From an optimization exercise on the open Yosys and OpenROAD flow, aimed at small area and a short achievable clock period; shortcuts taken in it are not production practice. In this exercise RTL edits were held to simulation tests only and were not proved equivalent to the original. Power and IR drop assume default switching activity.

<file path="design/flow/design.v">
module dac_wave_player #(
    parameter int                ND_DAC   = 14,
    parameter int                NA_DAC   = 8,
    parameter int                NDIV     = 16,
    parameter logic [ND_DAC-1:0] MIDSCALE = 14'h2000
) (
    input  logic              clk,
    input  logic              rst,
    input  logic              wr_en,
    input  logic [NA_DAC-1:0] wr_addr,
    input  logic [ND_DAC-1:0] wr_data,
    input  logic [NA_DAC-1:0] play_len,
    input  logic [NDIV-1:0]   div,
    input  logic              loop_en,
    input  logic              start,
    input  logic              stop,
    output logic [ND_DAC-1:0] dac_data,
    output logic              dac_clk,
    output logic [NA_DAC-1:0] rd_addr,
    output logic              busy,
    output logic              done,
    output logic              wr_err,
    output logic [1:0]        dbg_state
);
    logic              r_busy;
    logic              r_done;
    logic [15:0]       r_wr_lo_n;     
    logic [15:0]       r_wr_hi_n;     
    logic [ND_DAC-1:0] r_wr_data_n;   
    logic [(1<<NA_DAC)-1:0][ND_DAC-1:0] r_mem_n;    
    logic [15:0]       r_sel_lo_n;    
    logic [15:0]       r_sel_hi_n;    
    logic [ND_DAC-1:0] r_ram_q;
    logic [NA_DAC-1:0] w_fetch_nxt;
    logic [NA_DAC-1:0] r_len;
    logic [NDIV-1:0]   r_div;
    logic              r_loop;
    logic [NDIV-1:0]   r_rem;         
    logic              r_end;         
    logic [NDIV-1:0]   r_h1;          
    logic [NA_DAC-1:0] r_fetch_idx;
    logic              r_first;
    logic [ND_DAC-1:0] r_dac_data;
    logic              r_dac_clk;
    logic [NA_DAC-1:0] r_rd_addr;
    logic              r_wr_err;
    logic [NDIV-1:0]   w_rem_dec;
    logic              w_end;
    logic              w_hit;
    logic              w_start_ok;
    logic              w_finish;
    logic              w_show;
    assign w_start_ok = start && !stop && !r_busy;
    assign w_rem_dec  = r_rem - NDIV'(1);
    assign w_end      = r_end;
    assign w_hit      = (r_rem == r_h1);
    assign w_finish   = r_busy && w_end && !r_first && (r_rd_addr == r_len) && !r_loop;
    assign w_show     = r_busy && w_end && !w_finish;
    always_ff @(posedge clk or negedge rst) begin
        if (!rst) begin
            r_busy <= 1'b0;
            r_done <= 1'b0;
        end else begin
            r_busy <= !stop && (r_busy ? !w_finish : start);
            r_done <= !stop && (r_busy ? w_finish : (r_done && !start));
        end
    end
    logic [15:0][ND_DAC-1:0] w_grp_n;
    for (genvar i = 0; i < 16; i++) begin : g_grp
        for (genvar b = 0; b < ND_DAC; b++) begin : g_bit
            logic [15:0] w_col;
            for (genvar j = 0; j < 16; j++) begin : g_w
                assign w_col[j] = r_mem_n[16*i+j][b];
            end
            dwp_sel16 u_sel (.sel_n(r_sel_lo_n), .d_n(w_col), .y_n(w_grp_n[i][b]));
        end
    end
    logic [ND_DAC-1:0] w_rd_n;
    for (genvar b = 0; b < ND_DAC; b++) begin : g_rd
        logic [15:0] w_col;
        for (genvar i = 0; i < 16; i++) begin : g_g
            assign w_col[i] = w_grp_n[i][b];
        end
        dwp_sel16 u_sel (.sel_n(r_sel_hi_n), .d_n(w_col), .y_n(w_rd_n[b]));
    end
    logic w_byp;
    assign w_byp = (|(~r_sel_hi_n & ~r_wr_hi_n)) && (|(~r_sel_lo_n & ~r_wr_lo_n));
    always_ff @(posedge clk) begin
        r_ram_q <= w_byp ? ~r_wr_data_n : ~w_rd_n;
    end
    always_ff @(posedge clk) begin
        for (int k = 0; k < 16; k++) begin
            r_wr_lo_n[k] <= (wr_addr[3:0] != 4'(k));
            r_wr_hi_n[k] <= !(wr_en && !r_busy && (wr_addr[7:4] == 4'(k)));
        end
        r_wr_data_n <= ~wr_data;
    end
    for (genvar w = 0; w < (1<<NA_DAC); w++) begin : g_word
        logic              w_load;
        logic              w_hold;
        logic [ND_DAC-1:0] w_nxt;
        assign w_load = !(r_wr_hi_n[w/16] || r_wr_lo_n[w%16]);
        assign w_hold = !w_load;
        for (genvar b = 0; b < ND_DAC; b++) begin : g_bit
            dwp_load_hold u_lh (.load(w_load), .hold(w_hold), .d(r_wr_data_n[b]),
                                .q(r_mem_n[w][b]), .y(w_nxt[b]));
        end
        always_ff @(posedge clk) begin
            r_mem_n[w] <= w_nxt;
        end
    end
    always_ff @(posedge clk) begin
        if (w_start_ok) begin
            r_len  <= play_len;
            r_div  <= {div[NDIV-1:1], div[0] | (div == '0)};
            r_h1   <= {1'b0, div[NDIV-1:1]} + NDIV'(1);
            r_loop <= loop_en;
        end
        if (w_start_ok) begin
            r_rem       <= NDIV'(1);
            r_first     <= 1'b1;
        end else if (w_end) begin
            r_rem       <= r_div;
            r_first     <= 1'b0;
        end else begin
            r_rem       <= w_rem_dec;
        end
        r_end <= !w_start_ok && !r_end && (r_rem == NDIV'(1));
        r_fetch_idx <= w_fetch_nxt;
        for (int j = 0; j < 16; j++) begin
            r_sel_lo_n[j] <= (w_fetch_nxt[3:0] != 4'(j));
            r_sel_hi_n[j] <= (w_fetch_nxt[7:4] != 4'(j));
        end
    end
    always_comb begin
        if (w_start_ok) begin
            w_fetch_nxt = '0;
        end else if (w_end) begin
            w_fetch_nxt = (r_fetch_idx == r_len) ? '0 : r_fetch_idx + NA_DAC'(1);
        end else begin
            w_fetch_nxt = r_fetch_idx;
        end
    end
    always_ff @(posedge clk or negedge rst) begin
        if (!rst) begin
            r_dac_data <= MIDSCALE;
            r_dac_clk  <= 1'b0;
            r_rd_addr  <= '0;
            r_wr_err   <= 1'b0;
        end else begin
            r_dac_clk <= !stop && r_busy && !w_end && !r_first && (r_dac_clk || w_hit);
            if (stop) begin
                r_dac_data <= MIDSCALE;
                r_rd_addr  <= '0;
                r_wr_err   <= 1'b0;
            end else if (w_start_ok) begin
                r_rd_addr  <= '0;
                r_wr_err   <= 1'b0;
            end else begin
                if (r_busy && wr_en) begin
                    r_wr_err <= 1'b1;
                end
                if (w_show) begin
                    r_dac_data <= {~r_ram_q[ND_DAC-1], r_ram_q[ND_DAC-2:0]};
                    r_rd_addr  <= r_fetch_idx;
                end
            end
        end
    end
    assign dac_data  = r_dac_data;
    assign dac_clk   = r_dac_clk;
    assign rd_addr   = r_rd_addr;
    assign busy      = r_busy;
    assign done      = r_done;
    assign wr_err    = r_wr_err;
    assign dbg_state = {r_done, r_busy};
endmodule
module dwp_load_hold (
    input  logic load,
    input  logic hold,
    input  logic d,
    input  logic q,
    output logic y
);
    assign y = (load & d) | (hold & q);
endmodule
module dwp_sel16 (
    input  logic [15:0] sel_n,
    input  logic [15:0] d_n,
    output logic        y_n
);
    logic [7:0] w_p;
    logic [3:0] w_q;
    logic [1:0] w_r;
    for (genvar t = 0; t < 8; t++) begin : g_p
        dwp_oai22 u_p (.a0(d_n[2*t]), .s0(sel_n[2*t]), .a1(d_n[2*t+1]), .s1(sel_n[2*t+1]),
                       .y(w_p[t]));
    end
    for (genvar t = 0; t < 4; t++) begin : g_q
        dwp_nor2 u_q (.a(w_p[2*t+1:2*t]), .y(w_q[t]));
    end
    for (genvar t = 0; t < 2; t++) begin : g_r
        dwp_nand2 u_r (.a(w_q[2*t+1:2*t]), .y(w_r[t]));
    end
    dwp_nor2 u_y (.a(w_r), .y(y_n));
endmodule
module dwp_oai22 (
    input  logic a0, s0, a1, s1,
    output logic y
);
    assign y = ~((a0 | s0) & (a1 | s1));
endmodule
module dwp_nor2 (
    input  logic [1:0] a,
    output logic       y
);
    assign y = ~|a;
endmodule
module dwp_nand2 (
    input  logic [1:0] a,
    output logic       y
);
    assign y = ~&a;
endmodule
</file>
<file path="design/flow/run.sh">
#!/bin/bash
# synth_recipe.tcl (not shown) runs the flow's synth.tcl, then flattens the netlist and writes it again
# the make line also repeats each setting of config.mk as NAME=value (left out here)
make -C /OpenROAD-flow-scripts/flow DESIGN_CONFIG=/design/flow/config.mk WORK_HOME=/design/flow/orfs CLKGATE_MAP_FILE= SYNTH_SCRIPT=/design/flow/synth_recipe.tcl finish
</file>
<file path="design/flow/config.mk">
export PLATFORM = sky130hd
export DESIGN_NAME = dac_wave_player
export DESIGN_NICKNAME = dac_wave_player
export VERILOG_FILES = /design/flow/design.v
export SDC_FILE = /design/flow/constraint.sdc
export NUM_CORES = 4
export LEC_CHECK = 0
export CAP_MARGIN = 20
export CORE_MARGIN = 2
export CORE_UTILIZATION = 45
export CTS_CLUSTER_DIAMETER = 70
export CTS_CLUSTER_SIZE = 24
export SETUP_SLACK_MARGIN = 3.3
export SLEW_MARGIN = 20
export SYNTH_HIERARCHICAL = 1
export SYNTH_MINIMUM_KEEP_SIZE = 0
</file>
<file path="design/flow/constraint.sdc">
create_clock -name core_clock -period 6.0 [get_ports {clk}]
set_input_delay 1.2000 -clock core_clock [delete_from_list [all_inputs] [get_ports {clk}]]
set_output_delay 1.2000 -clock core_clock [all_outputs]
set_load 0.01 [all_outputs]
</file>
==> results.txt, run 1 <==
run status=finished clean; final instance area=around 150000 µm²; iteration count of the initial detailed-routing pass=8; area of the core region=289000 µm²; most frequent standard cell in the layout excluding fill and tap cells=sky130_fd_sc_hd__dfxtp_1; static leakage=about 62 nW; slew of the pin with the lowest slew margin=between 1 and 1.5 ns; share of the yosys chip area belonging to registers=0.581; count of hold-fix buffers inserted at cts=0; Worst Setup Slack, final=between 3 and 4 ns; CP Class=flop to primary output; final-layout worst hold slack=0.334 ns; Critical Path, Cell by Cell=buf_6; Antenna Violating Nets Remaining=0; unique cell type count in the Yosys netlist=52; source-to-sink clock delay at the later pin of the worst-skew pair=roughly 0.96 ns; netlist area before placement=roughly 130000 µm²; top_reg_cell synth=sky130_fd_sc_hd__dfxtp_1; vias in the first global route=106000; count of final setup violators=0; largest buffer count on any clock path=4; main area contributors after synthesis=sky130_fd_sc_hd__dfxtp_1 57%, sky130_fd_sc_hd__a22o_1 24%, sky130_fd_sc_hd__o22ai_1 9.2%, sky130_fd_sc_hd__nor2_1 3.6%, sky130_fd_sc_hd__nand2_1 1.5%; CTS HTree Levels=4; synth-to-layout area growth=13.1%; most used cells in the layout excluding fill and tap cells=3655 x sky130_fd_sc_hd__dfxtp_1, 3593 x sky130_fd_sc_hd__a22o_1, 1897 x sky130_fd_sc_hd__o22ai_1, 1139 x sky130_fd_sc_hd__nor2_1, 536 x sky130_fd_sc_hd__nand2_1; total clock buffers created by CTS=between 200 and 250; top cell type's share of synthesized area=0.566; net count of the mapped netlist=12000; clock tree from TritonCTS=yes; top-level I/O count=80; fin crit share=0.498; clock transition time at the flip-flop clock pins of the worst setup and hold paths=roughly 0.10 ns; gpl congestion=0.935; total wire length=519000 µm; Synth area leader=sky130_fd_sc_hd__dfxtp_1; HPWL after detailed placement=290000 µm; number of flops mapped to enable cells by yosys=41; Buffers & Inverters on Critical Path=1; Worst slew margin=0.127; share of final-layout standard cells stronger than drive strength 1=0.0851; slowest cell on the critical path=sky130_fd_sc_hd__dfstp_2; required arrival time at the worst endpoint=about 4.8 ns; flip-flop and latch count after synthesis=roughly 3800; fin crit period=about 3.0 ns; Critical Path Max Stage Delay=slightly below 0.7 ns; worst-path maximum fanout=2; accumulated negative setup slack=0 ns; cell type group with the largest total delay on the critical path=flip-flops; mean instance size in the synthesized netlist=11.0 µm²; total congestion overflow=0; Arrival @ worst endpoint=between 1.5 and 2 ns; count of input and output buffers=roughly 80; DR WL/cell=between 30 and 40 µm; asr flop ratio synth=0.00690; endpoint type of the worst setup path=primary output; largest net degree at the start of global routing=about 140; Nets=between 10000 and 15000; wire length of the first global-routing pass=about 730000 µm; worst-case vdd ir drop=0.000270 V; setup repair after global routing missed its margin=true; Die Width=roughly 540 µm; number of maximum-capacitance violations=0; placed cell areas=approximately 140000 µm²; total number of vias=about 110k; Chip Height=~540 µm; Post-Place Worst Slack=just over 2 ns; number of sinks driven by the clock tree=between 3000 and 4000; kind of start point of the critical path=flop; clock root buffer master=sky130_fd_sc_hd__clkbuf_16; total count of hold-check failures in the final report=0; global-route usage over all layers=0.327; worst min-delay path category=input pin to asynchronous set/reset pin; die area=approximately 300000 µm²; via-per-instance ratio=between 6 and 7; Syn Inst Count=about 12000; highest clock rate=334 MHz; max-slew violation total from the final report=0; number of remaining DRC errors=0; Iter 0 DRT Violations=roughly 16000; Worst Clk Skew=0.0592 ns; number of rows created at floorplan=~200; starting utilization of the core area=0.453; pwr dens=about 320 nW/µm²; yosys warns=7; antenna violations before repair=36
==> worst paths after layout <==
kind                           startpoint             end  slack (ns)  depth (start not counted)
min                                   rst    r_rd_addr[1]        0.33                          1
max reg2reg                 r_sel_lo_n[2]      r_ram_q[3]        3.10                         11
max                        r_dac_data[13]    dac_data[13]        3.01                          1
min reg2reg                       r_first       r_dac_clk        0.45                          1
min in group core_clock           r_first       r_dac_clk        0.45                          1
max in group asynchronous             rst  r_dac_data[12]        5.07                          1
==> modules after synthesis (local to each module, per instance), a selection <==
module / cell area [µm²] / flops+latches / cells inside / copies in the design
dwp_nand2: 3.75 / 0 / 1 / 476
dwp_oai22: 6.26 / 0 / 1 / 1904
dac_wave_player: 81300 / 3769 / 4744 / 1
dwp_nor2: 3.75 / 0 / 1 / 1190
dwp_load_hold: 8.76 / 0 / 1 / 3584
==> through the flow <==
stage / total power [mW] / util / std cells
final: 46.7 / 0.513 / 16500
after global routing: 48.0 / 0.512 / 16400
after CTS: 46.6 / 0.508 / 16400
after detailed placement: 30.9 / 0.478 / 15900
after global placement: 30.8 / 0.478 / 15900
after floorplan: 29.3 / - / 11900
==> synthesized netlist by cell type (all sizes together) (3+ instances only) <==
cell type and count:
dfxtp 3702, mux2i 28, edfxtp 41, and3 5, nor4 12, inv 278, xnor2 34, o21ai 16
nor2 1246, buf 8, or2 258, nand3 22, nand2 541, o22ai 1922, nand4 16, dfrtp 25
xor2 34, nor2b 6, nor3b 3, nor3 14, ha 4, a22o 3593, a21oi 18, clkbuf 45
==> logic make-up after synthesis <==
kind of cell | Yosys count | synth area share
AOI/OAI and AO/OA | 5560 | 0.334
DFF | 3769 | 0.581
and+or+nand+nor | 2138 | 0.0681
buffers and inverters | 331 | 0.00971
xor gates and xnor gates | 68 | 0.00455
muxes | 28 | 0.00214
adders and majority gates | 4 | 0.000382
==> flip-flops by register name (all words and copies together) (netlist names), 8 cells and up <==
register	count
r_mem_n	3584
r_div	16
r_h1	16
r_rem	16
r_sel_hi_n	16
r_sel_lo_n	16
r_wr_hi_n	16
r_wr_lo_n	16
r_dac_data	14
r_ram_q	14
r_wr_data_n	14
r_fetch_idx	8
r_len	8
r_rd_addr	8
==> final cells by class <==
cell class | count | area [µm²]
fillers | 25400 | 141000
flip-flops and latches | 3769 | 76200
multi-input cells | 7798 | 54200
clock buffers | 234 | 5330
repair buffers | 357 | 5180
well taps | 3880 | 4850
inverters | 278 | 1050
clock inverters | 82 | 1030
diodes | 76 | 190
==> layer usage <==
| layer | global-route usage | part of all wire |
|---|---|---|
| met1 | 0.452 | 0.41 |
| met2 | 0.484 | 0.43 |
| met3 | 0.0675 | 0.11 |
| met4 | 0.156 | 0.047 |
| met5 | 0.00373 | 0.00037 |
==> where the power goes <==
part	switching, mW	internal, mW	total [mW]
combinational	2.46	1.53	3.99
sequential	0.772	26.1	26.9
clock	8.86	7.01	15.9
==> timing repair <==
action / in CTS / in global routing
gates cloned: 12 / 18
setup endpoints to repair: 138 / 48
pin swaps: 17 / 28
resized for setup: 295 / 132
buffers inserted: 104 / 17
==> run 2, diff against run 1 <==
--- a/design/flow/config.mk
+++ b/design/flow/config.mk
@@ -10,4 +10,2 @@
 export CORE_UTILIZATION = 45
-export CTS_CLUSTER_DIAMETER = 70
-export CTS_CLUSTER_SIZE = 24
 export SETUP_SLACK_MARGIN = 3.3
==> results.txt, run 2 <==
most frequent standard cell in the layout excluding fill and tap cells=sky130_fd_sc_hd__dfxtp_1; area of the core region=between 200000 and 300000 µm²; Fillers=about 25000; net count of the mapped netlist=approximately 12000; clock transition time at the flip-flop clock pins of the worst setup and hold paths=around 0.070 ns; asr flop ratio synth=0.00690; global-route usage over all layers=0.330; endpoint type of the worst setup path=primary output; top_reg_cell synth=sky130_fd_sc_hd__dfxtp_1; wire length of the first global-routing pass=between 700000 and 800000 µm; post-layout power=between 50 and 60 mW; most used cells in the layout excluding fill and tap cells=3654 x sky130_fd_sc_hd__dfxtp_1, 3593 x sky130_fd_sc_hd__a22o_1, 1901 x sky130_fd_sc_hd__o22ai_1, 1143 x sky130_fd_sc_hd__nor2_1, 537 x sky130_fd_sc_hd__nand2_1; largest net degree at the start of global routing=142; Arrival @ worst endpoint=between 1.5 and 2 ns; Antenna Violating Nets Remaining=0; HPWL after detailed placement=around 290000 µm; iteration count of the initial detailed-routing pass=8; Iter 0 DRT Violations=approximately 16000; slowest cell on the critical path=sky130_fd_sc_hd__dfstp_2; setup repair after global routing missed its margin=true; max-slew violation total from the final report=0; slew of the pin with the lowest slew margin=1.33 ns; worst min-delay path category=input pin to asynchronous set/reset pin; number of rows created at floorplan=197; largest buffer count on any clock path=4; main area contributors after synthesis=sky130_fd_sc_hd__dfxtp_1 57%, sky130_fd_sc_hd__a22o_1 24%, sky130_fd_sc_hd__o22ai_1 9.2%, sky130_fd_sc_hd__nor2_1 3.6%, sky130_fd_sc_hd__nand2_1 1.5%; fin crit period=roughly 3.0 ns; max reg flops=about 3600; total wire length=about 520000 µm; Critical Path Max Stage Delay=approximately 0.56 ns; worst-case vdd ir drop=between 0.0002 and 0.0003 V; via-per-instance ratio=between 6 and 7; Critical Path, Cell by Cell=buf_12, buf_6; total congestion overflow=0; total count of hold-check failures in the final report=0; cell type group with the largest total delay on the critical path=flip-flops; Syn Inst Count=11900; total clock buffers created by CTS=between 300 and 400; count of hold-fix buffers inserted at cts=0; unique cell type count in the Yosys netlist=52; antenna violations before repair=31; dominant cell by count in the synthesized netlist=sky130_fd_sc_hd__dfxtp_1; top register by number of flip-flops=r_mem_n; number of maximum-capacitance violations=0; pwr dens=approximately 360 nW/µm²; source-to-sink clock delay at the later pin of the worst-skew pair=roughly 0.99 ns; highest clock rate=about 340 MHz; mean instance size in the synthesized netlist=about 11 µm²; netlist area before placement=about 130000 µm²; Worst slew margin=0.110; top-level I/O count=80; Die Width=543 µm; Synth area leader=sky130_fd_sc_hd__dfxtp_1; number of flops mapped to enable cells by yosys=between 40 and 50; Buffers & Inverters on Critical Path=2; vias in the first global route=109000; Chip Height=~540 µm; gpl congestion=between 0.9 and 1; number of sinks driven by the clock tree=3769; share of the yosys chip area belonging to registers=0.581; static leakage=roughly 66 nW; yosys warns=7; top cell type's share of synthesized area=0.566; clock tree from TritonCTS=yes; count of final setup violators=0; die area=roughly 300000 µm²; starting utilization of the core area=0.453; total number of vias=115000; accumulated negative setup slack=0 ns; run status=finished clean; fin crit share=0.494; CP Class=flop to primary output; kind of start point of the critical path=flop; required arrival time at the worst endpoint=approximately 4.8 ns; DR WL/cell=31.1 µm; count of input and output buffers=79; Worst Clk Skew=0.0724 ns; worst-path maximum fanout=2; synth-to-layout area growth=18.3%; CTS HTree Levels=5; synth cell count leaders=3702 x sky130_fd_sc_hd__dfxtp_1, 3593 x sky130_fd_sc_hd__a22o_1, 1922 x sky130_fd_sc_hd__o22ai_1; number of remaining DRC errors=0; flip-flop and latch count after synthesis=roughly 3800; share of final-layout standard cells stronger than drive strength 1=0.108; clock root buffer master=sky130_fd_sc_hd__clkbuf_16; Nets=roughly 13000
run 2: cell counts after synthesis:
Identical to the previous run, type by type.
run 2: what timing repair did:
action                                 4_1_cts  5_1_grt
endpoints found under the hold margin        0        0
buffers inserted                           104       14
cloned                                      12       16
gates resized for setup                    286      109
pin swaps                                   18       23
setup endpoints to repair                  164       49
run 2: final timing paths:
kind                                      end  cells past startpoint  slack (ns)           start
worst max-delay path             dac_data[13]                      2        3.04  r_dac_data[13]
worst min-delay path                 r_wr_err                      1        0.34             rst
worst max register to register     r_ram_q[0]                     11        3.18  r_sel_lo_n[12]
worst min register to register      r_dac_clk                      1        0.43         r_first
max in group asynchronous       r_dac_data[4]                      1        5.03             rst
min in group core_clock             r_dac_clk                      1        0.43         r_first
run 2: cell type report:
class | instances | area, µm² | area share
Clock inverter | 150 | 1980 | 0.0128
Multi-Input combinational cell | 7798 | 54100 | 0.350
Timing Repair Buffer | 352 | 5080 | 0.0328
Antenna cell | 75 | 188 | 0.00121
Tap cell | 3880 | 4850 | 0.0314
Clock buffer | 561 | 11400 | 0.0736
Sequential cell | 3769 | 76200 | 0.492
Inverter | 278 | 1050 | 0.00676
run 2: cell families after synthesis:
group	share of synthesized area
adder cells (fa/ha/maj)	0.000382
multiplexers	0.00214
AO/OA/AOI/OAI	0.334
AND/OR/NAND/NOR	0.0681
buffers and inverters	0.00971
XOR/XNOR	0.00455
flip-flops	0.581
run 2: where the power goes:
part	total (mW)	internal [mW]	switching (mW)	leakage [nW]
Sequential	26.9	26.1	0.785	30.7
Clock	25.3	14.8	10.5	6.57
Combinational	3.95	1.51	2.44	28.6
Total	56.1	42.4	13.7	65.9
run 2: metal layers:
metal / part of all wire / global-route usage / vias up / wire length, µm
met2: 0.43 / 0.485 / 7242 / 224000
met1: 0.41 / 0.453 / 57700 / 214000
met5: 0.00033 / 0.0104 / - / 175
met4: 0.052 / 0.175 / 8 / 27400
li1: - / - / 48900 / -
met3: 0.11 / 0.0715 / 1240 / 58200
run 2: per-stage QoR:
| step | hold slack (ns) | utilization | setup slack [ns] | cells | instance area [µm²] |
|---|---|---|---|---|---|
| 3_5_place_dp | 0.451 | 0.478 | 2.06 | 15900 | 138000 |
| 6_report | 0.340 | 0.536 | 3.04 | 16900 | 155000 |
| 4_1_cts | 0.297 | 0.532 | 2.95 | 16800 | 154000 |
| 5_1_grt | 0.354 | 0.536 | 3.03 | 16800 | 155000 |
| 3_3_place_gp | 0.444 | 0.478 | 2.14 | 15900 | 138000 |
| 2_1_floorplan | 0.407 | - | 3.37 | 11900 | 131000 |
run 2: Yosys stat by module (local to each module, per instance), excerpt:
module | flip-flops and latches | cell area (µm²)
dac_wave_player | 3769 | 81300
dwp_load_hold | 0 | 8.76
dwp_nand2 | 0 | 3.75
dwp_nor2 | 0 | 3.75
dwp_oai22 | 0 | 6.26
==> run 3, diff against run 2 <==
--- a/design/flow/design.v
+++ b/design/flow/design.v
@@ -39,3 +39,2 @@
     logic              r_end;         
-    logic [NDIV-1:0]   r_h1;          
     logic [NA_DAC-1:0] r_fetch_idx;
@@ -55,3 +54,3 @@
     assign w_end      = r_end;
-    assign w_hit      = (r_rem == r_h1);
+    assign w_hit      = (r_rem == {1'b0, r_div[NDIV-1:1]} + NDIV'(1));
     assign w_finish   = r_busy && w_end && !r_first && (r_rd_addr == r_len) && !r_loop;
@@ -115,3 +114,2 @@
             r_div  <= {div[NDIV-1:1], div[0] | (div == '0)};
-            r_h1   <= {1'b0, div[NDIV-1:1]} + NDIV'(1);
             r_loop <= loop_en;
--- a/design/flow/config.mk
+++ b/design/flow/config.mk
@@ -10,2 +10,4 @@
 export CORE_UTILIZATION = 45
+export CTS_CLUSTER_DIAMETER = 70
+export CTS_CLUSTER_SIZE = 24
 export SETUP_SLACK_MARGIN = 3.3
==> results.txt, run 3 <==
run status=finished with violations; set of violated layout checks=antenna rules; start of the worst register-to-register path=r_sel_lo_n[1]; reg-to-reg setup timing slack=between 3 and 4 ns; worst-case vdd ir drop=0.000348 V; unique cell type count in the Yosys netlist=64; part of the total power dissipated in combinational logic=0.080; total number of vias=roughly 110k; Worst Clk Skew=slightly below 0.06 ns; number of flops mapped to enable cells by yosys=25; Buffers & Inverters on Critical Path=2; Switching Fraction=0.258; fin crit share=0.491; max-slew violation total from the final report=0; reg2reg path depth=11; Post-Synth Simple-Gate Area=0.0690; max reg flops=between 3000 and 4000; total clock buffers created by CTS=202; total congestion overflow=0; clock network power share=0.342; yosys warns=7; cell type group with the largest total delay on the critical path=flip-flops; Antenna Violating Nets Remaining=1; slew of the pin with the lowest slew margin=1.39 ns; combinational family with the most area after synthesis=compound AO/OA/AOI/OAI gates; pwr dens=around 310 nW/µm²; number of remaining DRC errors=0; CTS HTree Levels=4; global-route usage over all layers=0.322; dpl cells=between 15000 and 20000; main area contributors after synthesis=sky130_fd_sc_hd__dfxtp_1 57%, sky130_fd_sc_hd__a22o_1 24%, sky130_fd_sc_hd__o22ai_1 9.2%, sky130_fd_sc_hd__nor2_1 3.6%, sky130_fd_sc_hd__nand2_1 1.6%; die area=~290000 µm²; flip-flop and latch count after synthesis=3753; top_reg_cell synth=sky130_fd_sc_hd__dfxtp_1; capture point of the worst reg-to-reg path=r_ram_q[7]; post-layout power=46.2 mW; synth cell count leaders=3702 x sky130_fd_sc_hd__dfxtp_1, 3597 x sky130_fd_sc_hd__a22o_1, 1921 x sky130_fd_sc_hd__o22ai_1; clock root buffer master=sky130_fd_sc_hd__clkbuf_16; Syn Inst Count=between 10000 and 15000; fin crit period=between 2 and 3 ns; top register by number of flip-flops=r_mem_n; net load switching power=approximately 12 mW; number of sinks driven by the clock tree=3753; total wire length=roughly 510000 µm; accumulated negative setup slack=0 ns; termination of the worst setup path=busy; highest clock rate=approximately 340 MHz; final-layout worst hold slack=approximately 0.25 ns; Critical Path, Cell by Cell=buf_8, buf_6; Compound-Gate Fraction of Synth Area=0.337; Reg power frac=0.578; gpl congestion=roughly 0.91; cell count along the critical path=2; dominant cell by count in the synthesized netlist=sky130_fd_sc_hd__dfxtp_1; Critical Path Max Stage Delay=between 0.5 and 0.6 ns; wire length of the first global-routing pass=between 700000 and 800000 µm; source-to-sink clock delay at the later pin of the worst-skew pair=0.95 ns; asr flop ratio synth=0.00693; largest buffer count on any clock path=4; top-level I/O count=80; HPWL after detailed placement=roughly 290000 µm; most used cells in the layout excluding fill and tap cells=3654 x sky130_fd_sc_hd__dfxtp_1, 3597 x sky130_fd_sc_hd__a22o_1, 1887 x sky130_fd_sc_hd__o22ai_1, 1185 x sky130_fd_sc_hd__nor2_1, 552 x sky130_fd_sc_hd__nand2_1; static leakage=62.1 nW; antenna violations before repair=42; mean instance size in the synthesized netlist=11.0 µm²; count of final setup violators=0; setup repair after global routing missed its margin=true; count of input and output buffers=79; CP Class=flop to primary output; netlist area before placement=roughly 130000 µm²; number of rows created at floorplan=just under 200; DR WL/cell=between 30 and 40 µm; Worst slew margin=0.0731; clock tree from TritonCTS=yes; Nets=~12000; internal portion of total power=between 30 and 40 mW; Post-Place Worst Slack=a little over 2 ns; starting utilization of the core area=0.453; slowest cell on the critical path=sky130_fd_sc_hd__dfrtp_4; CP startpoint=r_busy; Fillers=between 20000 and 30000; Synth area leader=sky130_fd_sc_hd__dfxtp_1; top cell type's share of synthesized area=0.568; Worst Setup Slack, final=slightly above 3 ns; synth-to-layout area growth=12.4%; via-per-instance ratio=around 6.9; required arrival time at the worst endpoint=about 4.8 ns; Synth Area in Adders=0.000384; count of hold-fix buffers inserted at cts=0; Arrival @ worst endpoint=1.75 ns; Chip Height=about 540 µm; largest net degree at the start of global routing=approximately 140; number of maximum-capacitance violations=0; kind of start point of the critical path=flop; iteration count of the initial detailed-routing pass=6; area of the core region=~290000 µm²; vias in the first global route=about 110k; net count of the mapped netlist=12000; most frequent standard cell in the layout excluding fill and tap cells=sky130_fd_sc_hd__dfxtp_1; Iter 0 DRT Violations=between 10000 and 15000; share of final-layout standard cells stronger than drive strength 1=0.0801; xor and xnor fraction of the mapped netlist area=0.00369; clock transition time at the flip-flop clock pins of the worst setup and hold paths=0.10 ns; share of the yosys chip area belonging to registers=0.579; worst min-delay path category=input pin to asynchronous set/reset pin; Finished Layout Cells=roughly 16000; worst-path maximum fanout=3; Die Width=542 µm; endpoint type of the worst setup path=primary output; post-synthesis mux area share=0.00147; total count of hold-check failures in the final report=0
[run 3: metal layers]
metal  wire length (µm)  vias to the layer above  GRT usage  share of wire
met1             212000                    56100      0.454           0.42
met2             218000                     6938      0.477           0.43
met5                 65                        -          0        0.00013
li1                   -                    48300          -              -
met3              54500                      919     0.0646           0.11
met4              21800                       10      0.134          0.043
[run 3: power by group through the flow]
stage / Combinational, mW / Sequential [mW] / Clock (mW)
final: 3.71 / 26.7 / 15.8
after global routing: 3.86 / 26.8 / 16.8
after CTS: 3.45 / 26.7 / 15.9
after detailed placement: 3.30 / 27.2 / 0
after global placement: 3.24 / 27.2 / 0
after floorplan: 1.71 / 27.3 / 0
[run 3: worst register-to-register path: stages, from the launching register on]
cell and delay (ns):
sky130_fd_sc_hd__dfxtp_4 0.52, sky130_fd_sc_hd__buf_12 0.22, sky130_fd_sc_hd__buf_16 0.24, sky130_fd_sc_hd__o22ai_1 0.21, sky130_fd_sc_hd__nor2_1 0.16, sky130_fd_sc_hd__nand2_1 0.17, sky130_fd_sc_hd__nor2_1 0.32, sky130_fd_sc_hd__o22ai_1 0.25
sky130_fd_sc_hd__nor2_2 0.29, sky130_fd_sc_hd__nand2_1 0.08, sky130_fd_sc_hd__nor2_1 0.11, sky130_fd_sc_hd__mux2i_1 0.08
[run 3: how the worst min path moves through the flow]
stage / startpoint / end / depth (start not counted)
after CTS: r_ram_q[13] / r_dac_data[13] / 1
after floorplan: r_ram_q[13] / r_dac_data[13] / 1
after global placement: r_ram_q[13] / r_dac_data[13] / 1
after global routing: rst / r_wr_err / 1
final: rst / r_wr_err / 1
after detailed placement: r_ram_q[13] / r_dac_data[13] / 1
[run 3: final cells by class]
type | count | area (µm²) | area share
Tap cell | 3781 | 4730 | 0.0323
Timing Repair Buffer | 325 | 4650 | 0.0317
Inverter | 280 | 1050 | 0.00719
Clock inverter | 81 | 1080 | 0.00736
Clock buffer | 223 | 5240 | 0.0357
Multi-Input combinational cell | 7804 | 54100 | 0.369
Sequential cell | 3753 | 75700 | 0.516
Antenna cell | 60 | 150 | 0.00102
[run 3: stage by stage]
step,cell area [µm²],utilization
after floorplan,131000,-
after global placement,137000,0.477
after global routing,147000,0.508
after detailed placement,137000,0.477
final,147000,0.509
after CTS,146000,0.505
[run 3: cell families after synthesis]
family | count (synthesis)
fa+ha+maj | 4
mux | 19
xor+xnor | 55
buf+inv | 339
simple gates | 2150
compound gates | 5576
flops | 3753
[run 3: what timing repair did]
item                                    in CTS  in global routing
endpoints found under the setup margin      80                 59
gates cloned                                 9                 13
gates resized for setup                    225                116
pin swaps                                    3                 13
buffers inserted                            87                 11
[run 3: per-module statistics from Yosys (local to each module, per instance), excerpt]
| module | flops+latches | cell area [µm²] | cells inside | times used |
|---|---|---|---|---|
| dwp_nor2 | 0 | 3.75 | 1 | 1190 |
| dwp_nand2 | 0 | 3.75 | 1 | 476 |
| dwp_load_hold | 0 | 8.76 | 1 | 3584 |
| dwp_oai22 | 0 | 6.26 | 1 | 1904 |
| dac_wave_player | 3753 | 80900 | 4742 | 1 |
==> run 4, diff against run 3 <==
--- a/design/flow/config.mk
+++ b/design/flow/config.mk
@@ -12,3 +12,3 @@
 export CTS_CLUSTER_SIZE = 24
-export SETUP_SLACK_MARGIN = 3.3
+export SETUP_SLACK_MARGIN = 3.5
 export SLEW_MARGIN = 20
==> results.txt, run 4 <==
Synth area leader=sky130_fd_sc_hd__dfxtp_1; clock transition time at the flip-flop clock pins of the worst setup and hold paths=0.09 ns; max-slew violation total from the final report=0; CP Class=flop to primary output; Chip Height=between 500 and 600 µm; worst-case vdd ir drop=~0.00026 V; number of sinks driven by the clock tree=3753; run status=finished with violations; dominant cell by count in the synthesized netlist=sky130_fd_sc_hd__dfxtp_1; final instance area=~150000 µm²; top-level I/O count=80; net count of the mapped netlist=approximately 12000; Critical Path, Cell by Cell=buf_6; Nets=12500; die area=294000 µm²; most used cells in the layout excluding fill and tap cells=3648 x sky130_fd_sc_hd__dfxtp_1, 3597 x sky130_fd_sc_hd__a22o_1, 1864 x sky130_fd_sc_hd__o22ai_1, 1040 x sky130_fd_sc_hd__nor2_1, 522 x sky130_fd_sc_hd__nand2_1; Worst Clk Skew=0.0700 ns; endpoint type of the worst setup path=primary output; total congestion overflow=0; unique cell type count in the Yosys netlist=between 60 and 70; top_reg_cell synth=sky130_fd_sc_hd__dfxtp_1; total count of hold-check failures in the final report=0; number of remaining DRC errors=0; starting utilization of the core area=0.453; dpl cells=15800; setup repair after global routing missed its margin=true; number of flops mapped to enable cells by yosys=25; wire length of the first global-routing pass=between 700000 and 800000 µm; set of violated layout checks=antenna rules; area of the core region=288000 µm²; number of rows created at floorplan=between 150 and 200; via-per-instance ratio=about 7; count of hold-fix buffers inserted at cts=0; share of final-layout standard cells stronger than drive strength 1=0.104; antenna violations before repair=between 40 and 50; Buffers & Inverters on Critical Path=1; fin crit period=between 2 and 3 ns; worst-path maximum fanout=2; Worst Setup Slack, final=3.06 ns; Finished Layout Cells=~16000; largest net degree at the start of global routing=141; iteration count of the initial detailed-routing pass=6; total clock buffers created by CTS=200; clock tree from TritonCTS=yes; most frequent standard cell in the layout excluding fill and tap cells=sky130_fd_sc_hd__dfxtp_1; Die Width=542 µm; slew of the pin with the lowest slew margin=1.24 ns; CTS HTree Levels=4; global-route usage over all layers=0.332; pwr dens=around 310 nW/µm²; number of maximum-capacitance violations=0; top cell type's share of synthesized area=0.568; synth-to-layout area growth=15.0%; max reg flops=between 3000 and 4000; Iter 0 DRT Violations=roughly 15000; total number of vias=roughly 120k; gpl congestion=a little under 0.9; asr flop ratio synth=0.00693; count of input and output buffers=79; flip-flop and latch count after synthesis=3753; fin crit share=0.490; Post-Place Worst Slack=2.03 ns; accumulated negative setup slack=0 ns; share of the yosys chip area belonging to registers=0.579; Syn Inst Count=11900; static leakage=~63 nW; main area contributors after synthesis=sky130_fd_sc_hd__dfxtp_1 57%, sky130_fd_sc_hd__a22o_1 24%, sky130_fd_sc_hd__o22ai_1 9.2%, sky130_fd_sc_hd__nor2_1 3.6%, sky130_fd_sc_hd__nand2_1 1.6%; top register by number of flip-flops=r_mem_n; cell type group with the largest total delay on the critical path=flip-flops; DR WL/cell=32.7 µm; source-to-sink clock delay at the later pin of the worst-skew pair=around 0.96 ns; synth cell count leaders=3702 x sky130_fd_sc_hd__dfxtp_1, 3597 x sky130_fd_sc_hd__a22o_1, 1921 x sky130_fd_sc_hd__o22ai_1; mean instance size in the synthesized netlist=11.0 µm²; placed cell areas=137000 µm²; Antenna Violating Nets Remaining=1; highest clock rate=roughly 340 MHz; total wire length=around 540000 µm; worst min-delay path category=flop to flop; required arrival time at the worst endpoint=roughly 4.8 ns; kind of start point of the critical path=flop; Worst slew margin=0.175; yosys warns=7; Final Util=0.521; Critical Path Max Stage Delay=0.66 ns; largest buffer count on any clock path=4; HPWL after detailed placement=roughly 280000 µm; slowest cell on the critical path=sky130_fd_sc_hd__dfstp_2; Arrival @ worst endpoint=between 1.5 and 2 ns; vias in the first global route=between 100k and 150k; count of final setup violators=0; clock root buffer master=sky130_fd_sc_hd__clkbuf_16; netlist area before placement=approximately 130000 µm²
-- run 4: cell counts after synthesis --
Identical to the previous run, type by type.
-- run 4: repair_timing --
item | in CTS | in global routing
gates resized for setup | 427 | 268
setup buffers | 110 | 43
cloned | 31 | 45
setup endpoints to repair | 426 | 180
pin swaps | 24 | 81
-- run 4: logic make-up (layout without fill, tap and decap cells) --
logic type	after synthesis	after routing	synth area share
xor gates and xnor gates	55	55	0.00369
other	0	102	0
AOI/OAI and AO/OA	5576	5577	0.337
muxes	19	19	0.00147
and+or+nand+nor	2150	2150	0.0690
buffers and inverters	339	1021	0.0100
adders and majority gates	4	4	0.000384
DFF	3753	3753	0.579
-- run 4: final cells by class --
cell class	count	area [µm²]
Fill cell	25100	138000
Tap cell	3781	4730
Timing Repair Buffer	424	6720
Sequential cell	3753	75700
Multi-Input combinational cell	7805	55000
Clock inverter	77	1090
Inverter	280	1050
Clock buffer	240	5440
Antenna cell	102	255
-- run 4: Yosys stat by module, one instance, submodules excluded, a selection --
module,flip-flops and latches,copies in the design,cells inside,area (µm²)
dac_wave_player,3753,1,4742,80900
dwp_oai22,0,1904,1,6.26
dwp_nand2,0,476,1,3.75
dwp_load_hold,0,3584,1,8.76
dwp_nor2,0,1190,1,3.75
-- run 4: path summary, 6_finish.rpt --
kind                             endpoint  cells past startpoint            from  slack [ns]
max                          dac_data[13]                      1  r_dac_data[13]        3.06
min                        r_dac_data[13]                      1     r_ram_q[13]        0.39
max reg2reg                    r_ram_q[9]                     13  r_sel_lo_n[14]        3.38
min reg2reg                r_dac_data[13]                      1     r_ram_q[13]        0.39
max in group asynchronous    r_rd_addr[7]                      1             rst        4.78
min in group asynchronous   r_dac_data[0]                      1             rst        0.46
-- run 4: metrics by stage --
step	power [mW]	hold slack, ns
finish	46.9	0.395
global route	48.1	0.395
CTS	46.6	0.386
detailed placement	30.5	0.374
global placement	30.4	0.364
floorplan	29.0	0.354
-- run 4: where the power goes --
part           switching [mW]  internal, mW
sequential              0.768          25.9
combinational            2.51          1.57
clock                    8.84          7.27
total                    12.1          34.8
-- run 4: layer usage --
metal  vias up  routed length [µm]  global-route usage
met1     57600              214000               0.456
met3      1246               65500              0.0753
met4        14               29800               0.171
li1      48600                   -                   -
met5         -                 146                   0
met2      7571              228000               0.487
==> run 5, diff against run 4 <==
--- a/design/flow/design.v
+++ b/design/flow/design.v
@@ -39,5 +39,6 @@
     logic              r_end;         
+    logic [NDIV-1:0]   r_h1;          
     logic [NA_DAC-1:0] r_fetch_idx;
     logic              r_first;
-    logic [ND_DAC-1:0] r_dac_data;
+    logic [ND_DAC-1:0] r_dac_code;    
     logic              r_dac_clk;
@@ -54,3 +55,3 @@
     assign w_end      = r_end;
-    assign w_hit      = (r_rem == {1'b0, r_div[NDIV-1:1]} + NDIV'(1));
+    assign w_hit      = (r_rem == r_h1);
     assign w_finish   = r_busy && w_end && !r_first && (r_rd_addr == r_len) && !r_loop;
@@ -114,2 +115,3 @@
             r_div  <= {div[NDIV-1:1], div[0] | (div == '0)};
+            r_h1   <= {1'b0, div[NDIV-1:1]} + NDIV'(1);
             r_loop <= loop_en;
@@ -143,3 +145,3 @@
         if (!rst) begin
-            r_dac_data <= MIDSCALE;
+            r_dac_code <= '0;
             r_dac_clk  <= 1'b0;
@@ -150,3 +152,3 @@
             if (stop) begin
-                r_dac_data <= MIDSCALE;
+                r_dac_code <= '0;
                 r_rd_addr  <= '0;
@@ -161,3 +163,3 @@
                 if (w_show) begin
-                    r_dac_data <= {~r_ram_q[ND_DAC-1], r_ram_q[ND_DAC-2:0]};
+                    r_dac_code <= r_ram_q;
                     r_rd_addr  <= r_fetch_idx;
@@ -167,3 +169,3 @@
     end
-    assign dac_data  = r_dac_data;
+    assign dac_data  = r_dac_code ^ MIDSCALE;
     assign dac_clk   = r_dac_clk;
--- a/design/flow/config.mk
+++ b/design/flow/config.mk
@@ -12,3 +12,3 @@
 export CTS_CLUSTER_SIZE = 24
-export SETUP_SLACK_MARGIN = 3.5
+export SETUP_SLACK_MARGIN = 3.2
 export SLEW_MARGIN = 20
==> results.txt, run 5 <==
number of maximum-capacitance violations=0; highest clock rate=approximately 330 MHz; flip-flop and latch count after synthesis=about 3800; run status=finished with violations; Syn Inst Count=~12000; fin crit share=0.504; CTS HTree Levels=4; fin crit period=a little over 3 ns; unique cell type count in the Yosys netlist=50; total wire length=496000 µm; worst-case vdd ir drop=0.000221 V; Die Width=roughly 540 µm; kind of start point of the critical path=flop; source-to-sink clock delay at the later pin of the worst-skew pair=0.94 ns; Antenna Violating Nets Remaining=2; endpoint type of the worst setup path=primary output; asr flop ratio synth=0.00690; largest buffer count on any clock path=4; dominant cell by count in the synthesized netlist=sky130_fd_sc_hd__dfxtp_1; pwr dens=approximately 320 nW/µm²; top register by number of flip-flops=r_mem_n; share of final-layout standard cells stronger than drive strength 1=0.0753; yosys warns=7; Nets=~12000; starting utilization of the core area=0.451; reg2reg path depth=11; Worst slew margin=0.132; Chip Height=between 500 and 600 µm; CP startpoint=r_dac_code[13]; number of rows created at floorplan=approximately 200; die area=295000 µm²; Worst Clk Skew=about 0.059 ns; reg-to-reg setup timing slack=between 3 and 4 ns; clock root buffer master=sky130_fd_sc_hd__clkbuf_16; Buffers & Inverters on Critical Path=2; static leakage=roughly 62 nW; via-per-instance ratio=~6.8; mean instance size in the synthesized netlist=about 11 µm²; accumulated negative setup slack=0 ns; setup repair after global routing missed its margin=true; clock tree from TritonCTS=yes; share of the yosys chip area belonging to registers=0.580; synth-to-layout area growth=11.9%; net count of the mapped netlist=around 12000; gpl congestion=0.923; wire length of the first global-routing pass=714000 µm; worst-path maximum fanout=2; set of violated layout checks=antenna rules; required arrival time at the worst endpoint=between 4 and 5 ns; Synth area leader=sky130_fd_sc_hd__dfxtp_1; slowest cell on the critical path=sky130_fd_sc_hd__dfrtp_1; termination of the worst setup path=dac_data[13]; Iter 0 DRT Violations=between 15000 and 20000; top_reg_cell synth=sky130_fd_sc_hd__dfxtp_1; final-layout worst hold slack=roughly 0.35 ns; total congestion overflow=0; count of final setup violators=0; slew of the pin with the lowest slew margin=1.30 ns; count of hold-fix buffers inserted at cts=0; DR WL/cell=about 30 µm; main area contributors after synthesis=sky130_fd_sc_hd__dfxtp_1 57%, sky130_fd_sc_hd__a22o_1 24%, sky130_fd_sc_hd__o22ai_1 9.2%, sky130_fd_sc_hd__nor2_1 3.6%, sky130_fd_sc_hd__nand2_1 1.5%; max-slew violation total from the final report=0; total count of hold-check failures in the final report=0; clock transition time at the flip-flop clock pins of the worst setup and hold paths=0.09 ns; number of flops mapped to enable cells by yosys=between 40 and 50; CP Class=flop to primary output; antenna violations before repair=31; most used cells in the layout excluding fill and tap cells=3654 x sky130_fd_sc_hd__dfxtp_1, 3593 x sky130_fd_sc_hd__a22o_1, 1912 x sky130_fd_sc_hd__o22ai_1, 1199 x sky130_fd_sc_hd__nor2_1, 536 x sky130_fd_sc_hd__nand2_1; cell type group with the largest total delay on the critical path=buffers and inverters; iteration count of the initial detailed-routing pass=7; count of input and output buffers=approximately 80; total clock buffers created by CTS=roughly 200; area of the core region=between 200000 and 300000 µm²; Critical Path Max Stage Delay=roughly 0.4 ns; top-level I/O count=80; netlist area before placement=between 100000 and 150000 µm²; number of remaining DRC errors=0; total number of vias=112000; Critical Path, Cell by Cell=clkinvlp_4, buf_6; HPWL after detailed placement=280000 µm; vias in the first global route=105000; global-route usage over all layers=0.317; top cell type's share of synthesized area=0.566; most frequent standard cell in the layout excluding fill and tap cells=sky130_fd_sc_hd__dfxtp_1; worst min-delay path category=input pin to asynchronous set/reset pin; cell count along the critical path=2; Arrival @ worst endpoint=roughly 1.8 ns; max reg flops=~3600; post-layout power=about 46 mW; capture point of the worst reg-to-reg path=r_ram_q[10]; synth cell count leaders=3702 x sky130_fd_sc_hd__dfxtp_1, 3593 x sky130_fd_sc_hd__a22o_1, 1922 x sky130_fd_sc_hd__o22ai_1; number of sinks driven by the clock tree=between 3000 and 4000; start of the worst register-to-register path=r_sel_lo_n[13]; largest net degree at the start of global routing=between 100 and 150
[run 5: cell count changes after synthesis, sizes merged, moves of 8 or more]
cell | previous run | this run
xnor2 | 26 | 34
nand2 | 558 | 540
mux2i | 18 | 29
o21ai | 8 | 16
a32o | 8 | 0
edfxtp | 25 | 41
[run 5: area by class of cell]
class / instances / area (µm²)
diodes: 129 / 323
clock buffers: 233 / 5440
repair buffers: 298 / 4050
fillers: 25800 / 144000
well taps: 3900 / 4880
flip-flops and latches: 3769 / 76200
multi-input cells: 7797 / 53800
clock inverters: 75 / 898
inverters: 279 / 1050
[run 5: worst min-delay path by stage]
| stage | slack [ns] | end | depth (start not counted) |
|---|---|---|---|
| 6_report | 0.35 | r_rd_addr[4] | 1 |
| 4_1_cts | 0.31 | r_rd_addr[3] | 1 |
| 3_3_place_gp | 0.44 | r_dac_clk | 1 |
| 5_1_grt | 0.37 | r_rd_addr[3] | 1 |
| 2_1_floorplan | 0.41 | r_dac_clk | 1 |
| 3_5_place_dp | 0.45 | r_mem_n[951] | 1 |
[run 5: per-module statistics from Yosys, one instance, submodules excluded, a selection]
module	cells inside	area, µm²
dwp_oai22	1	6.26
dwp_load_hold	1	8.76
dac_wave_player	4757	81400
dwp_nand2	1	3.75
dwp_nor2	1	3.75
[run 5: power breakdown]
part	switching, mW	internal (mW)
clock network	8.66	7.06
logic	2.34	1.41
registers	0.761	26.1
[run 5: per-stage QoR]
stage                     cell area (µm²)  std cells  setup slack, ns   util
final                              147000      16500             2.98  0.505
after global routing               146000      16400             2.98  0.504
after CTS                          146000      16300             2.99  0.502
after detailed placement           138000      15900             2.00  0.475
after global placement             138000      15900             2.03  0.475
after floorplan                    131000      11900             3.25      -
[run 5: logic make-up after synthesis]
group / Yosys count / share of synthesized area
XOR/XNOR: 68 / 0.00455
AO/OA/AOI/OAI: 5559 / 0.334
flip-flops: 3769 / 0.580
multiplexers: 29 / 0.00222
AND/OR/NAND/NOR: 2137 / 0.0680
adder cells (fa/ha/maj): 4 / 0.000382
buffers and inverters: 345 / 0.0105
[run 5: routing by layer]
layer	global-route usage	vias up	wire, µm
li1	-	48300	-
met2	0.466	6619	214000
met5	0	-	60
met4	0.148	8	22700
met3	0.0633	1013	51600
met1	0.446	55700	208000
[run 5: worst reg2reg max path, delay by kind of cell (launching register included)]
kind                   cells  cell delay [ns]
AOI/OAI and AO/OA          2             0.42
buffers and inverters      2             0.45
muxes                      1             0.08
and+or+nand+nor            6             1.42
DFF                        1             0.37
[run 5: repair_timing]
action,in CTS,in global routing
endpoints found under the setup margin,61,28
setup buffers,77,9
gates resized for setup,192,74
pin swaps,3,16
gates cloned,5,5
==> run 6, diff against run 5 <==
--- a/design/flow/design.v
+++ b/design/flow/design.v
@@ -39,3 +39,2 @@
     logic              r_end;         
-    logic [NDIV-1:0]   r_h1;          
     logic [NA_DAC-1:0] r_fetch_idx;
@@ -55,3 +54,3 @@
     assign w_end      = r_end;
-    assign w_hit      = (r_rem == r_h1);
+    assign w_hit      = (r_rem == {1'b0, r_div[NDIV-1:1]} + NDIV'(1));
     assign w_finish   = r_busy && w_end && !r_first && (r_rd_addr == r_len) && !r_loop;
@@ -115,3 +114,2 @@
             r_div  <= {div[NDIV-1:1], div[0] | (div == '0)};
-            r_h1   <= {1'b0, div[NDIV-1:1]} + NDIV'(1);
             r_loop <= loop_en;
--- a/design/flow/config.mk
+++ b/design/flow/config.mk
@@ -9,5 +9,5 @@
 export CORE_MARGIN = 2
-export CORE_UTILIZATION = 45
-export CTS_CLUSTER_DIAMETER = 70
-export CTS_CLUSTER_SIZE = 24
+export CORE_UTILIZATION = 48
+export CTS_CLUSTER_DIAMETER = 75
+export CTS_CLUSTER_SIZE = 26
 export SETUP_SLACK_MARGIN = 3.2
==> results.txt, run 6 <==
run status=finished clean; highest clock rate=331 MHz; unique cell type count in the Yosys netlist=slightly below 60; die area=about 280000 µm²; vias in the first global route=roughly 110k; Top cell by count, worst path=sky130_fd_sc_hd__nor2_1; yosys warns=7; top register by number of flip-flops=r_mem_n; area of the core region=around 270000 µm²; number of flops mapped to enable cells by yosys=25; Critical Path Max Stage Delay=0.52 ns; largest buffer count on any clock path=4; fin crit share=0.503; count of hold-fix buffers inserted at cts=0; net count of the mapped netlist=between 10000 and 15000; top cell type's share of synthesized area=0.568; worst-path maximum fanout=70; Reg power frac=0.584; part of the total power dissipated in combinational logic=0.084; antenna violations before repair=32; slew of the pin with the lowest slew margin=around 1.2 ns; slowest cell on the critical path=sky130_fd_sc_hd__dfxtp_4; starting utilization of the core area=0.482; worst-case vdd ir drop=about 0.00024 V; number of remaining DRC errors=0; DR WL/cell=roughly 31 µm; count of final setup violators=0; most used cells in the layout excluding fill and tap cells=3655 x sky130_fd_sc_hd__dfxtp_1, 3598 x sky130_fd_sc_hd__a22o_1, 1904 x sky130_fd_sc_hd__o22ai_1, 1160 x sky130_fd_sc_hd__nor2_1, 544 x sky130_fd_sc_hd__nand2_1; total number of vias=between 100k and 150k; worst min-delay path category=input pin to asynchronous set/reset pin; start of the worst register-to-register path=r_sel_lo_n[10]; Antenna Violating Nets Remaining=0; internal portion of total power=roughly 34 mW; endpoint type of the worst setup path=flop; clock tree from TritonCTS=yes; top_reg_cell synth=sky130_fd_sc_hd__dfxtp_1; required arrival time at the worst endpoint=~6.8 ns; pwr dens=314 nW/µm²; Iter 0 DRT Violations=approximately 14000; gpl congestion=between 0.9 and 1; Die Width=525 µm; largest net degree at the start of global routing=approximately 140; clock root buffer master=sky130_fd_sc_hd__clkbuf_16; main area contributors after synthesis=sky130_fd_sc_hd__dfxtp_1 57%, sky130_fd_sc_hd__a22o_1 24%, sky130_fd_sc_hd__o22ai_1 9.2%, sky130_fd_sc_hd__nor2_1 3.6%, sky130_fd_sc_hd__nand2_1 1.6%; clock transition time at the flip-flop clock pins of the worst setup and hold paths=around 0.11 ns; static leakage=~60 nW; synth-to-layout area growth=11.6%; capture point of the worst reg-to-reg path=r_ram_q[6]; total count of hold-check failures in the final report=0; iteration count of the initial detailed-routing pass=9; top-level I/O count=80; source-to-sink clock delay at the later pin of the worst-skew pair=slightly above 0.9 ns; CP Class=flop to flop; Chip Height=~530 µm; total congestion overflow=0; Syn Inst Count=~12000; Buffers & Inverters on Critical Path=1; number of sinks driven by the clock tree=between 3000 and 4000; dominant cell by count in the synthesized netlist=sky130_fd_sc_hd__dfxtp_1; via-per-instance ratio=slightly below 7; cell type group with the largest total delay on the critical path=simple AND/OR/NAND/NOR gates; total wire length=around 500000 µm; count of input and output buffers=79; reg-to-reg setup timing slack=between 2 and 3 ns; share of the yosys chip area belonging to registers=0.579; net load switching power=about 12 mW; share of final-layout standard cells stronger than drive strength 1=0.0778; most frequent standard cell in the layout excluding fill and tap cells=sky130_fd_sc_hd__dfxtp_1; Synth area leader=sky130_fd_sc_hd__dfxtp_1; setup repair after global routing missed its margin=true; Nets=about 12000; accumulated negative setup slack=0 ns; global-route usage over all layers=0.343; HPWL after detailed placement=slightly below 300000 µm; number of maximum-capacitance violations=0; CTS HTree Levels=4; Worst slew margin=0.185; flip-flop and latch count after synthesis=about 3800; post-layout power=around 46 mW; mean instance size in the synthesized netlist=11.0 µm²; asr flop ratio synth=0.00693; max reg flops=3584; synth cell count leaders=3702 x sky130_fd_sc_hd__dfxtp_1, 3598 x sky130_fd_sc_hd__a22o_1, 1920 x sky130_fd_sc_hd__o22ai_1; Critical Path, Cell by Cell=buf_16, o22ai_1, nor2_1, nand2_1, nor2_1, o22ai_1, nor2_1, nand2_1, nor2_1, mux2i_1; total clock buffers created by CTS=about 190; Worst Clk Skew=just under 0.06 ns; wire length of the first global-routing pass=just over 700000 µm; Switching Fraction=0.259; reg2reg path depth=10; clock network power share=0.333; number of rows created at floorplan=~190; max-slew violation total from the final report=0; kind of start point of the critical path=flop; netlist area before placement=around 130000 µm²; Arrival @ worst endpoint=between 3 and 4 ns; fin crit period=3.02 ns
run 6: per-layer routing:
layer	global-route usage	part of all wire
met3	0.0752	0.10
met2	0.514	0.43
met5	0	0.000069
met1	0.469	0.41
met4	0.163	0.052
run 6: worst reg2reg max path, delay by kind of cell, from the launching register on:
| kind | cells | cell delay [ns] |
|---|---|---|
| buffers and inverters | 1 | 0.31 |
| and+or+nand+nor | 6 | 1.33 |
| muxes | 1 | 0.08 |
| DFF | 1 | 0.52 |
| AOI/OAI and AO/OA | 2 | 0.63 |
run 6: layout make-up:
type                       instances  area, µm²
inverter                         284       1070
tap                             3570       4470
sequential                      3753      75700
clock buffer                     218       5000
multi-input combinational       7792      54000
timing repair buffer             314       4170
antenna                          102        255
clock inverter                    74        900
fill                           23500     125000
run 6: logic make-up after synthesis:
family	Yosys count	share of synthesized area
multiplexers	15	0.00115
flip-flops	3753	0.579
adder cells (fa/ha/maj)	4	0.000384
AO/OA/AOI/OAI	5577	0.337
XOR/XNOR	61	0.00409
AND/OR/NAND/NOR	2135	0.0682
buffers and inverters	351	0.0107
run 6: stage by stage:
stage	hold WS, ns	cells	cell area, µm²	setup WS (ns)	util
after floorplan	0.427	11900	131000	3.25	-
after global routing	0.349	16000	145000	3.03	0.537
after detailed placement	0.454	15600	137000	1.79	0.507
final	0.332	16100	146000	2.98	0.538
after CTS	0.302	16000	145000	3.09	0.535
after global placement	0.452	15600	137000	1.96	0.507
run 6: worst max path at each step:
stage	startpoint	slack [ns]	cells past startpoint	to
floorplan	stop	3.25	5	r_rem[5]
CTS	r_done	3.09	2	done
global route	r_sel_lo_n[9]	3.03	11	r_ram_q[6]
detailed placement	stop	1.79	5	r_rem[5]
finish	r_sel_lo_n[10]	2.98	10	r_ram_q[6]
global placement	stop	1.96	5	r_rem[5]
run 6: Yosys stat by module, one instance, submodules excluded, excerpt:
module           flops+latches  copies in the design
dac_wave_player           3753                     1
dwp_nor2                     0                  1190
dwp_load_hold                0                  3584
dwp_oai22                    0                  1904
dwp_nand2                    0                   476
run 6: repair_timing:
action                                  CTS  global route
setup buffers                            98             5
gates cloned                              3             6
gates resized for setup                 211            98
pin swaps                                 0            10
endpoints found under the setup margin   75            94
run 6: power by group through the flow:
stage,combinational [mW],sequential [mW],clock [mW]
final,3.83,26.7,15.2
after global routing,3.97,26.8,16.2
after CTS,3.69,26.7,15.3
after detailed placement,3.40,27.3,0
after global placement,3.33,27.3,0
after floorplan,1.68,27.3,0

## separate check: timing with driven ports
How much do the figures lean on ideal ports? The routed layouts below were timed once more, with nothing changed but the port constraints. Step 1 assumes that a clkbuf_16 drives the clock port and a buf_2 every other input. Step 2 also shifts input and output timing later by t, the mid clock arrival at the registers, as if the neighbouring blocks saw the same clock. Slacks: ideal / step 1 / step 2; pairs: ideal / step 1.
run | shift t [ns] | slack for setup (ns) | worst setup path at the end | latest minus earliest clock arrival (ns)
run 1 | 1.039 | 3.009 / 2.896 / 2.451 | input to register | 0.059 / 0.059
run 2 | 1.059 | 3.038 / 2.929 / 2.403 | input to register | 0.077 / 0.077
run 3 | 1.022 | 3.054 / 2.951 / 2.551 | input to register | 0.059 / 0.059
run 4 | 1.038 | 3.059 / 2.952 / 2.669 | input to register | 0.082 / 0.082
run 5 | 1.011 | 2.975 / 2.879 / 2.433 | input to register | 0.066 / 0.066
run 6 | 1.006 | 2.981 / 2.981 / 2.442 | input to register | 0.064 / 0.064
For run 2, which loses most, drivers alone change the setup slack by -0.109 ns; drivers and shift together by -0.635 ns.
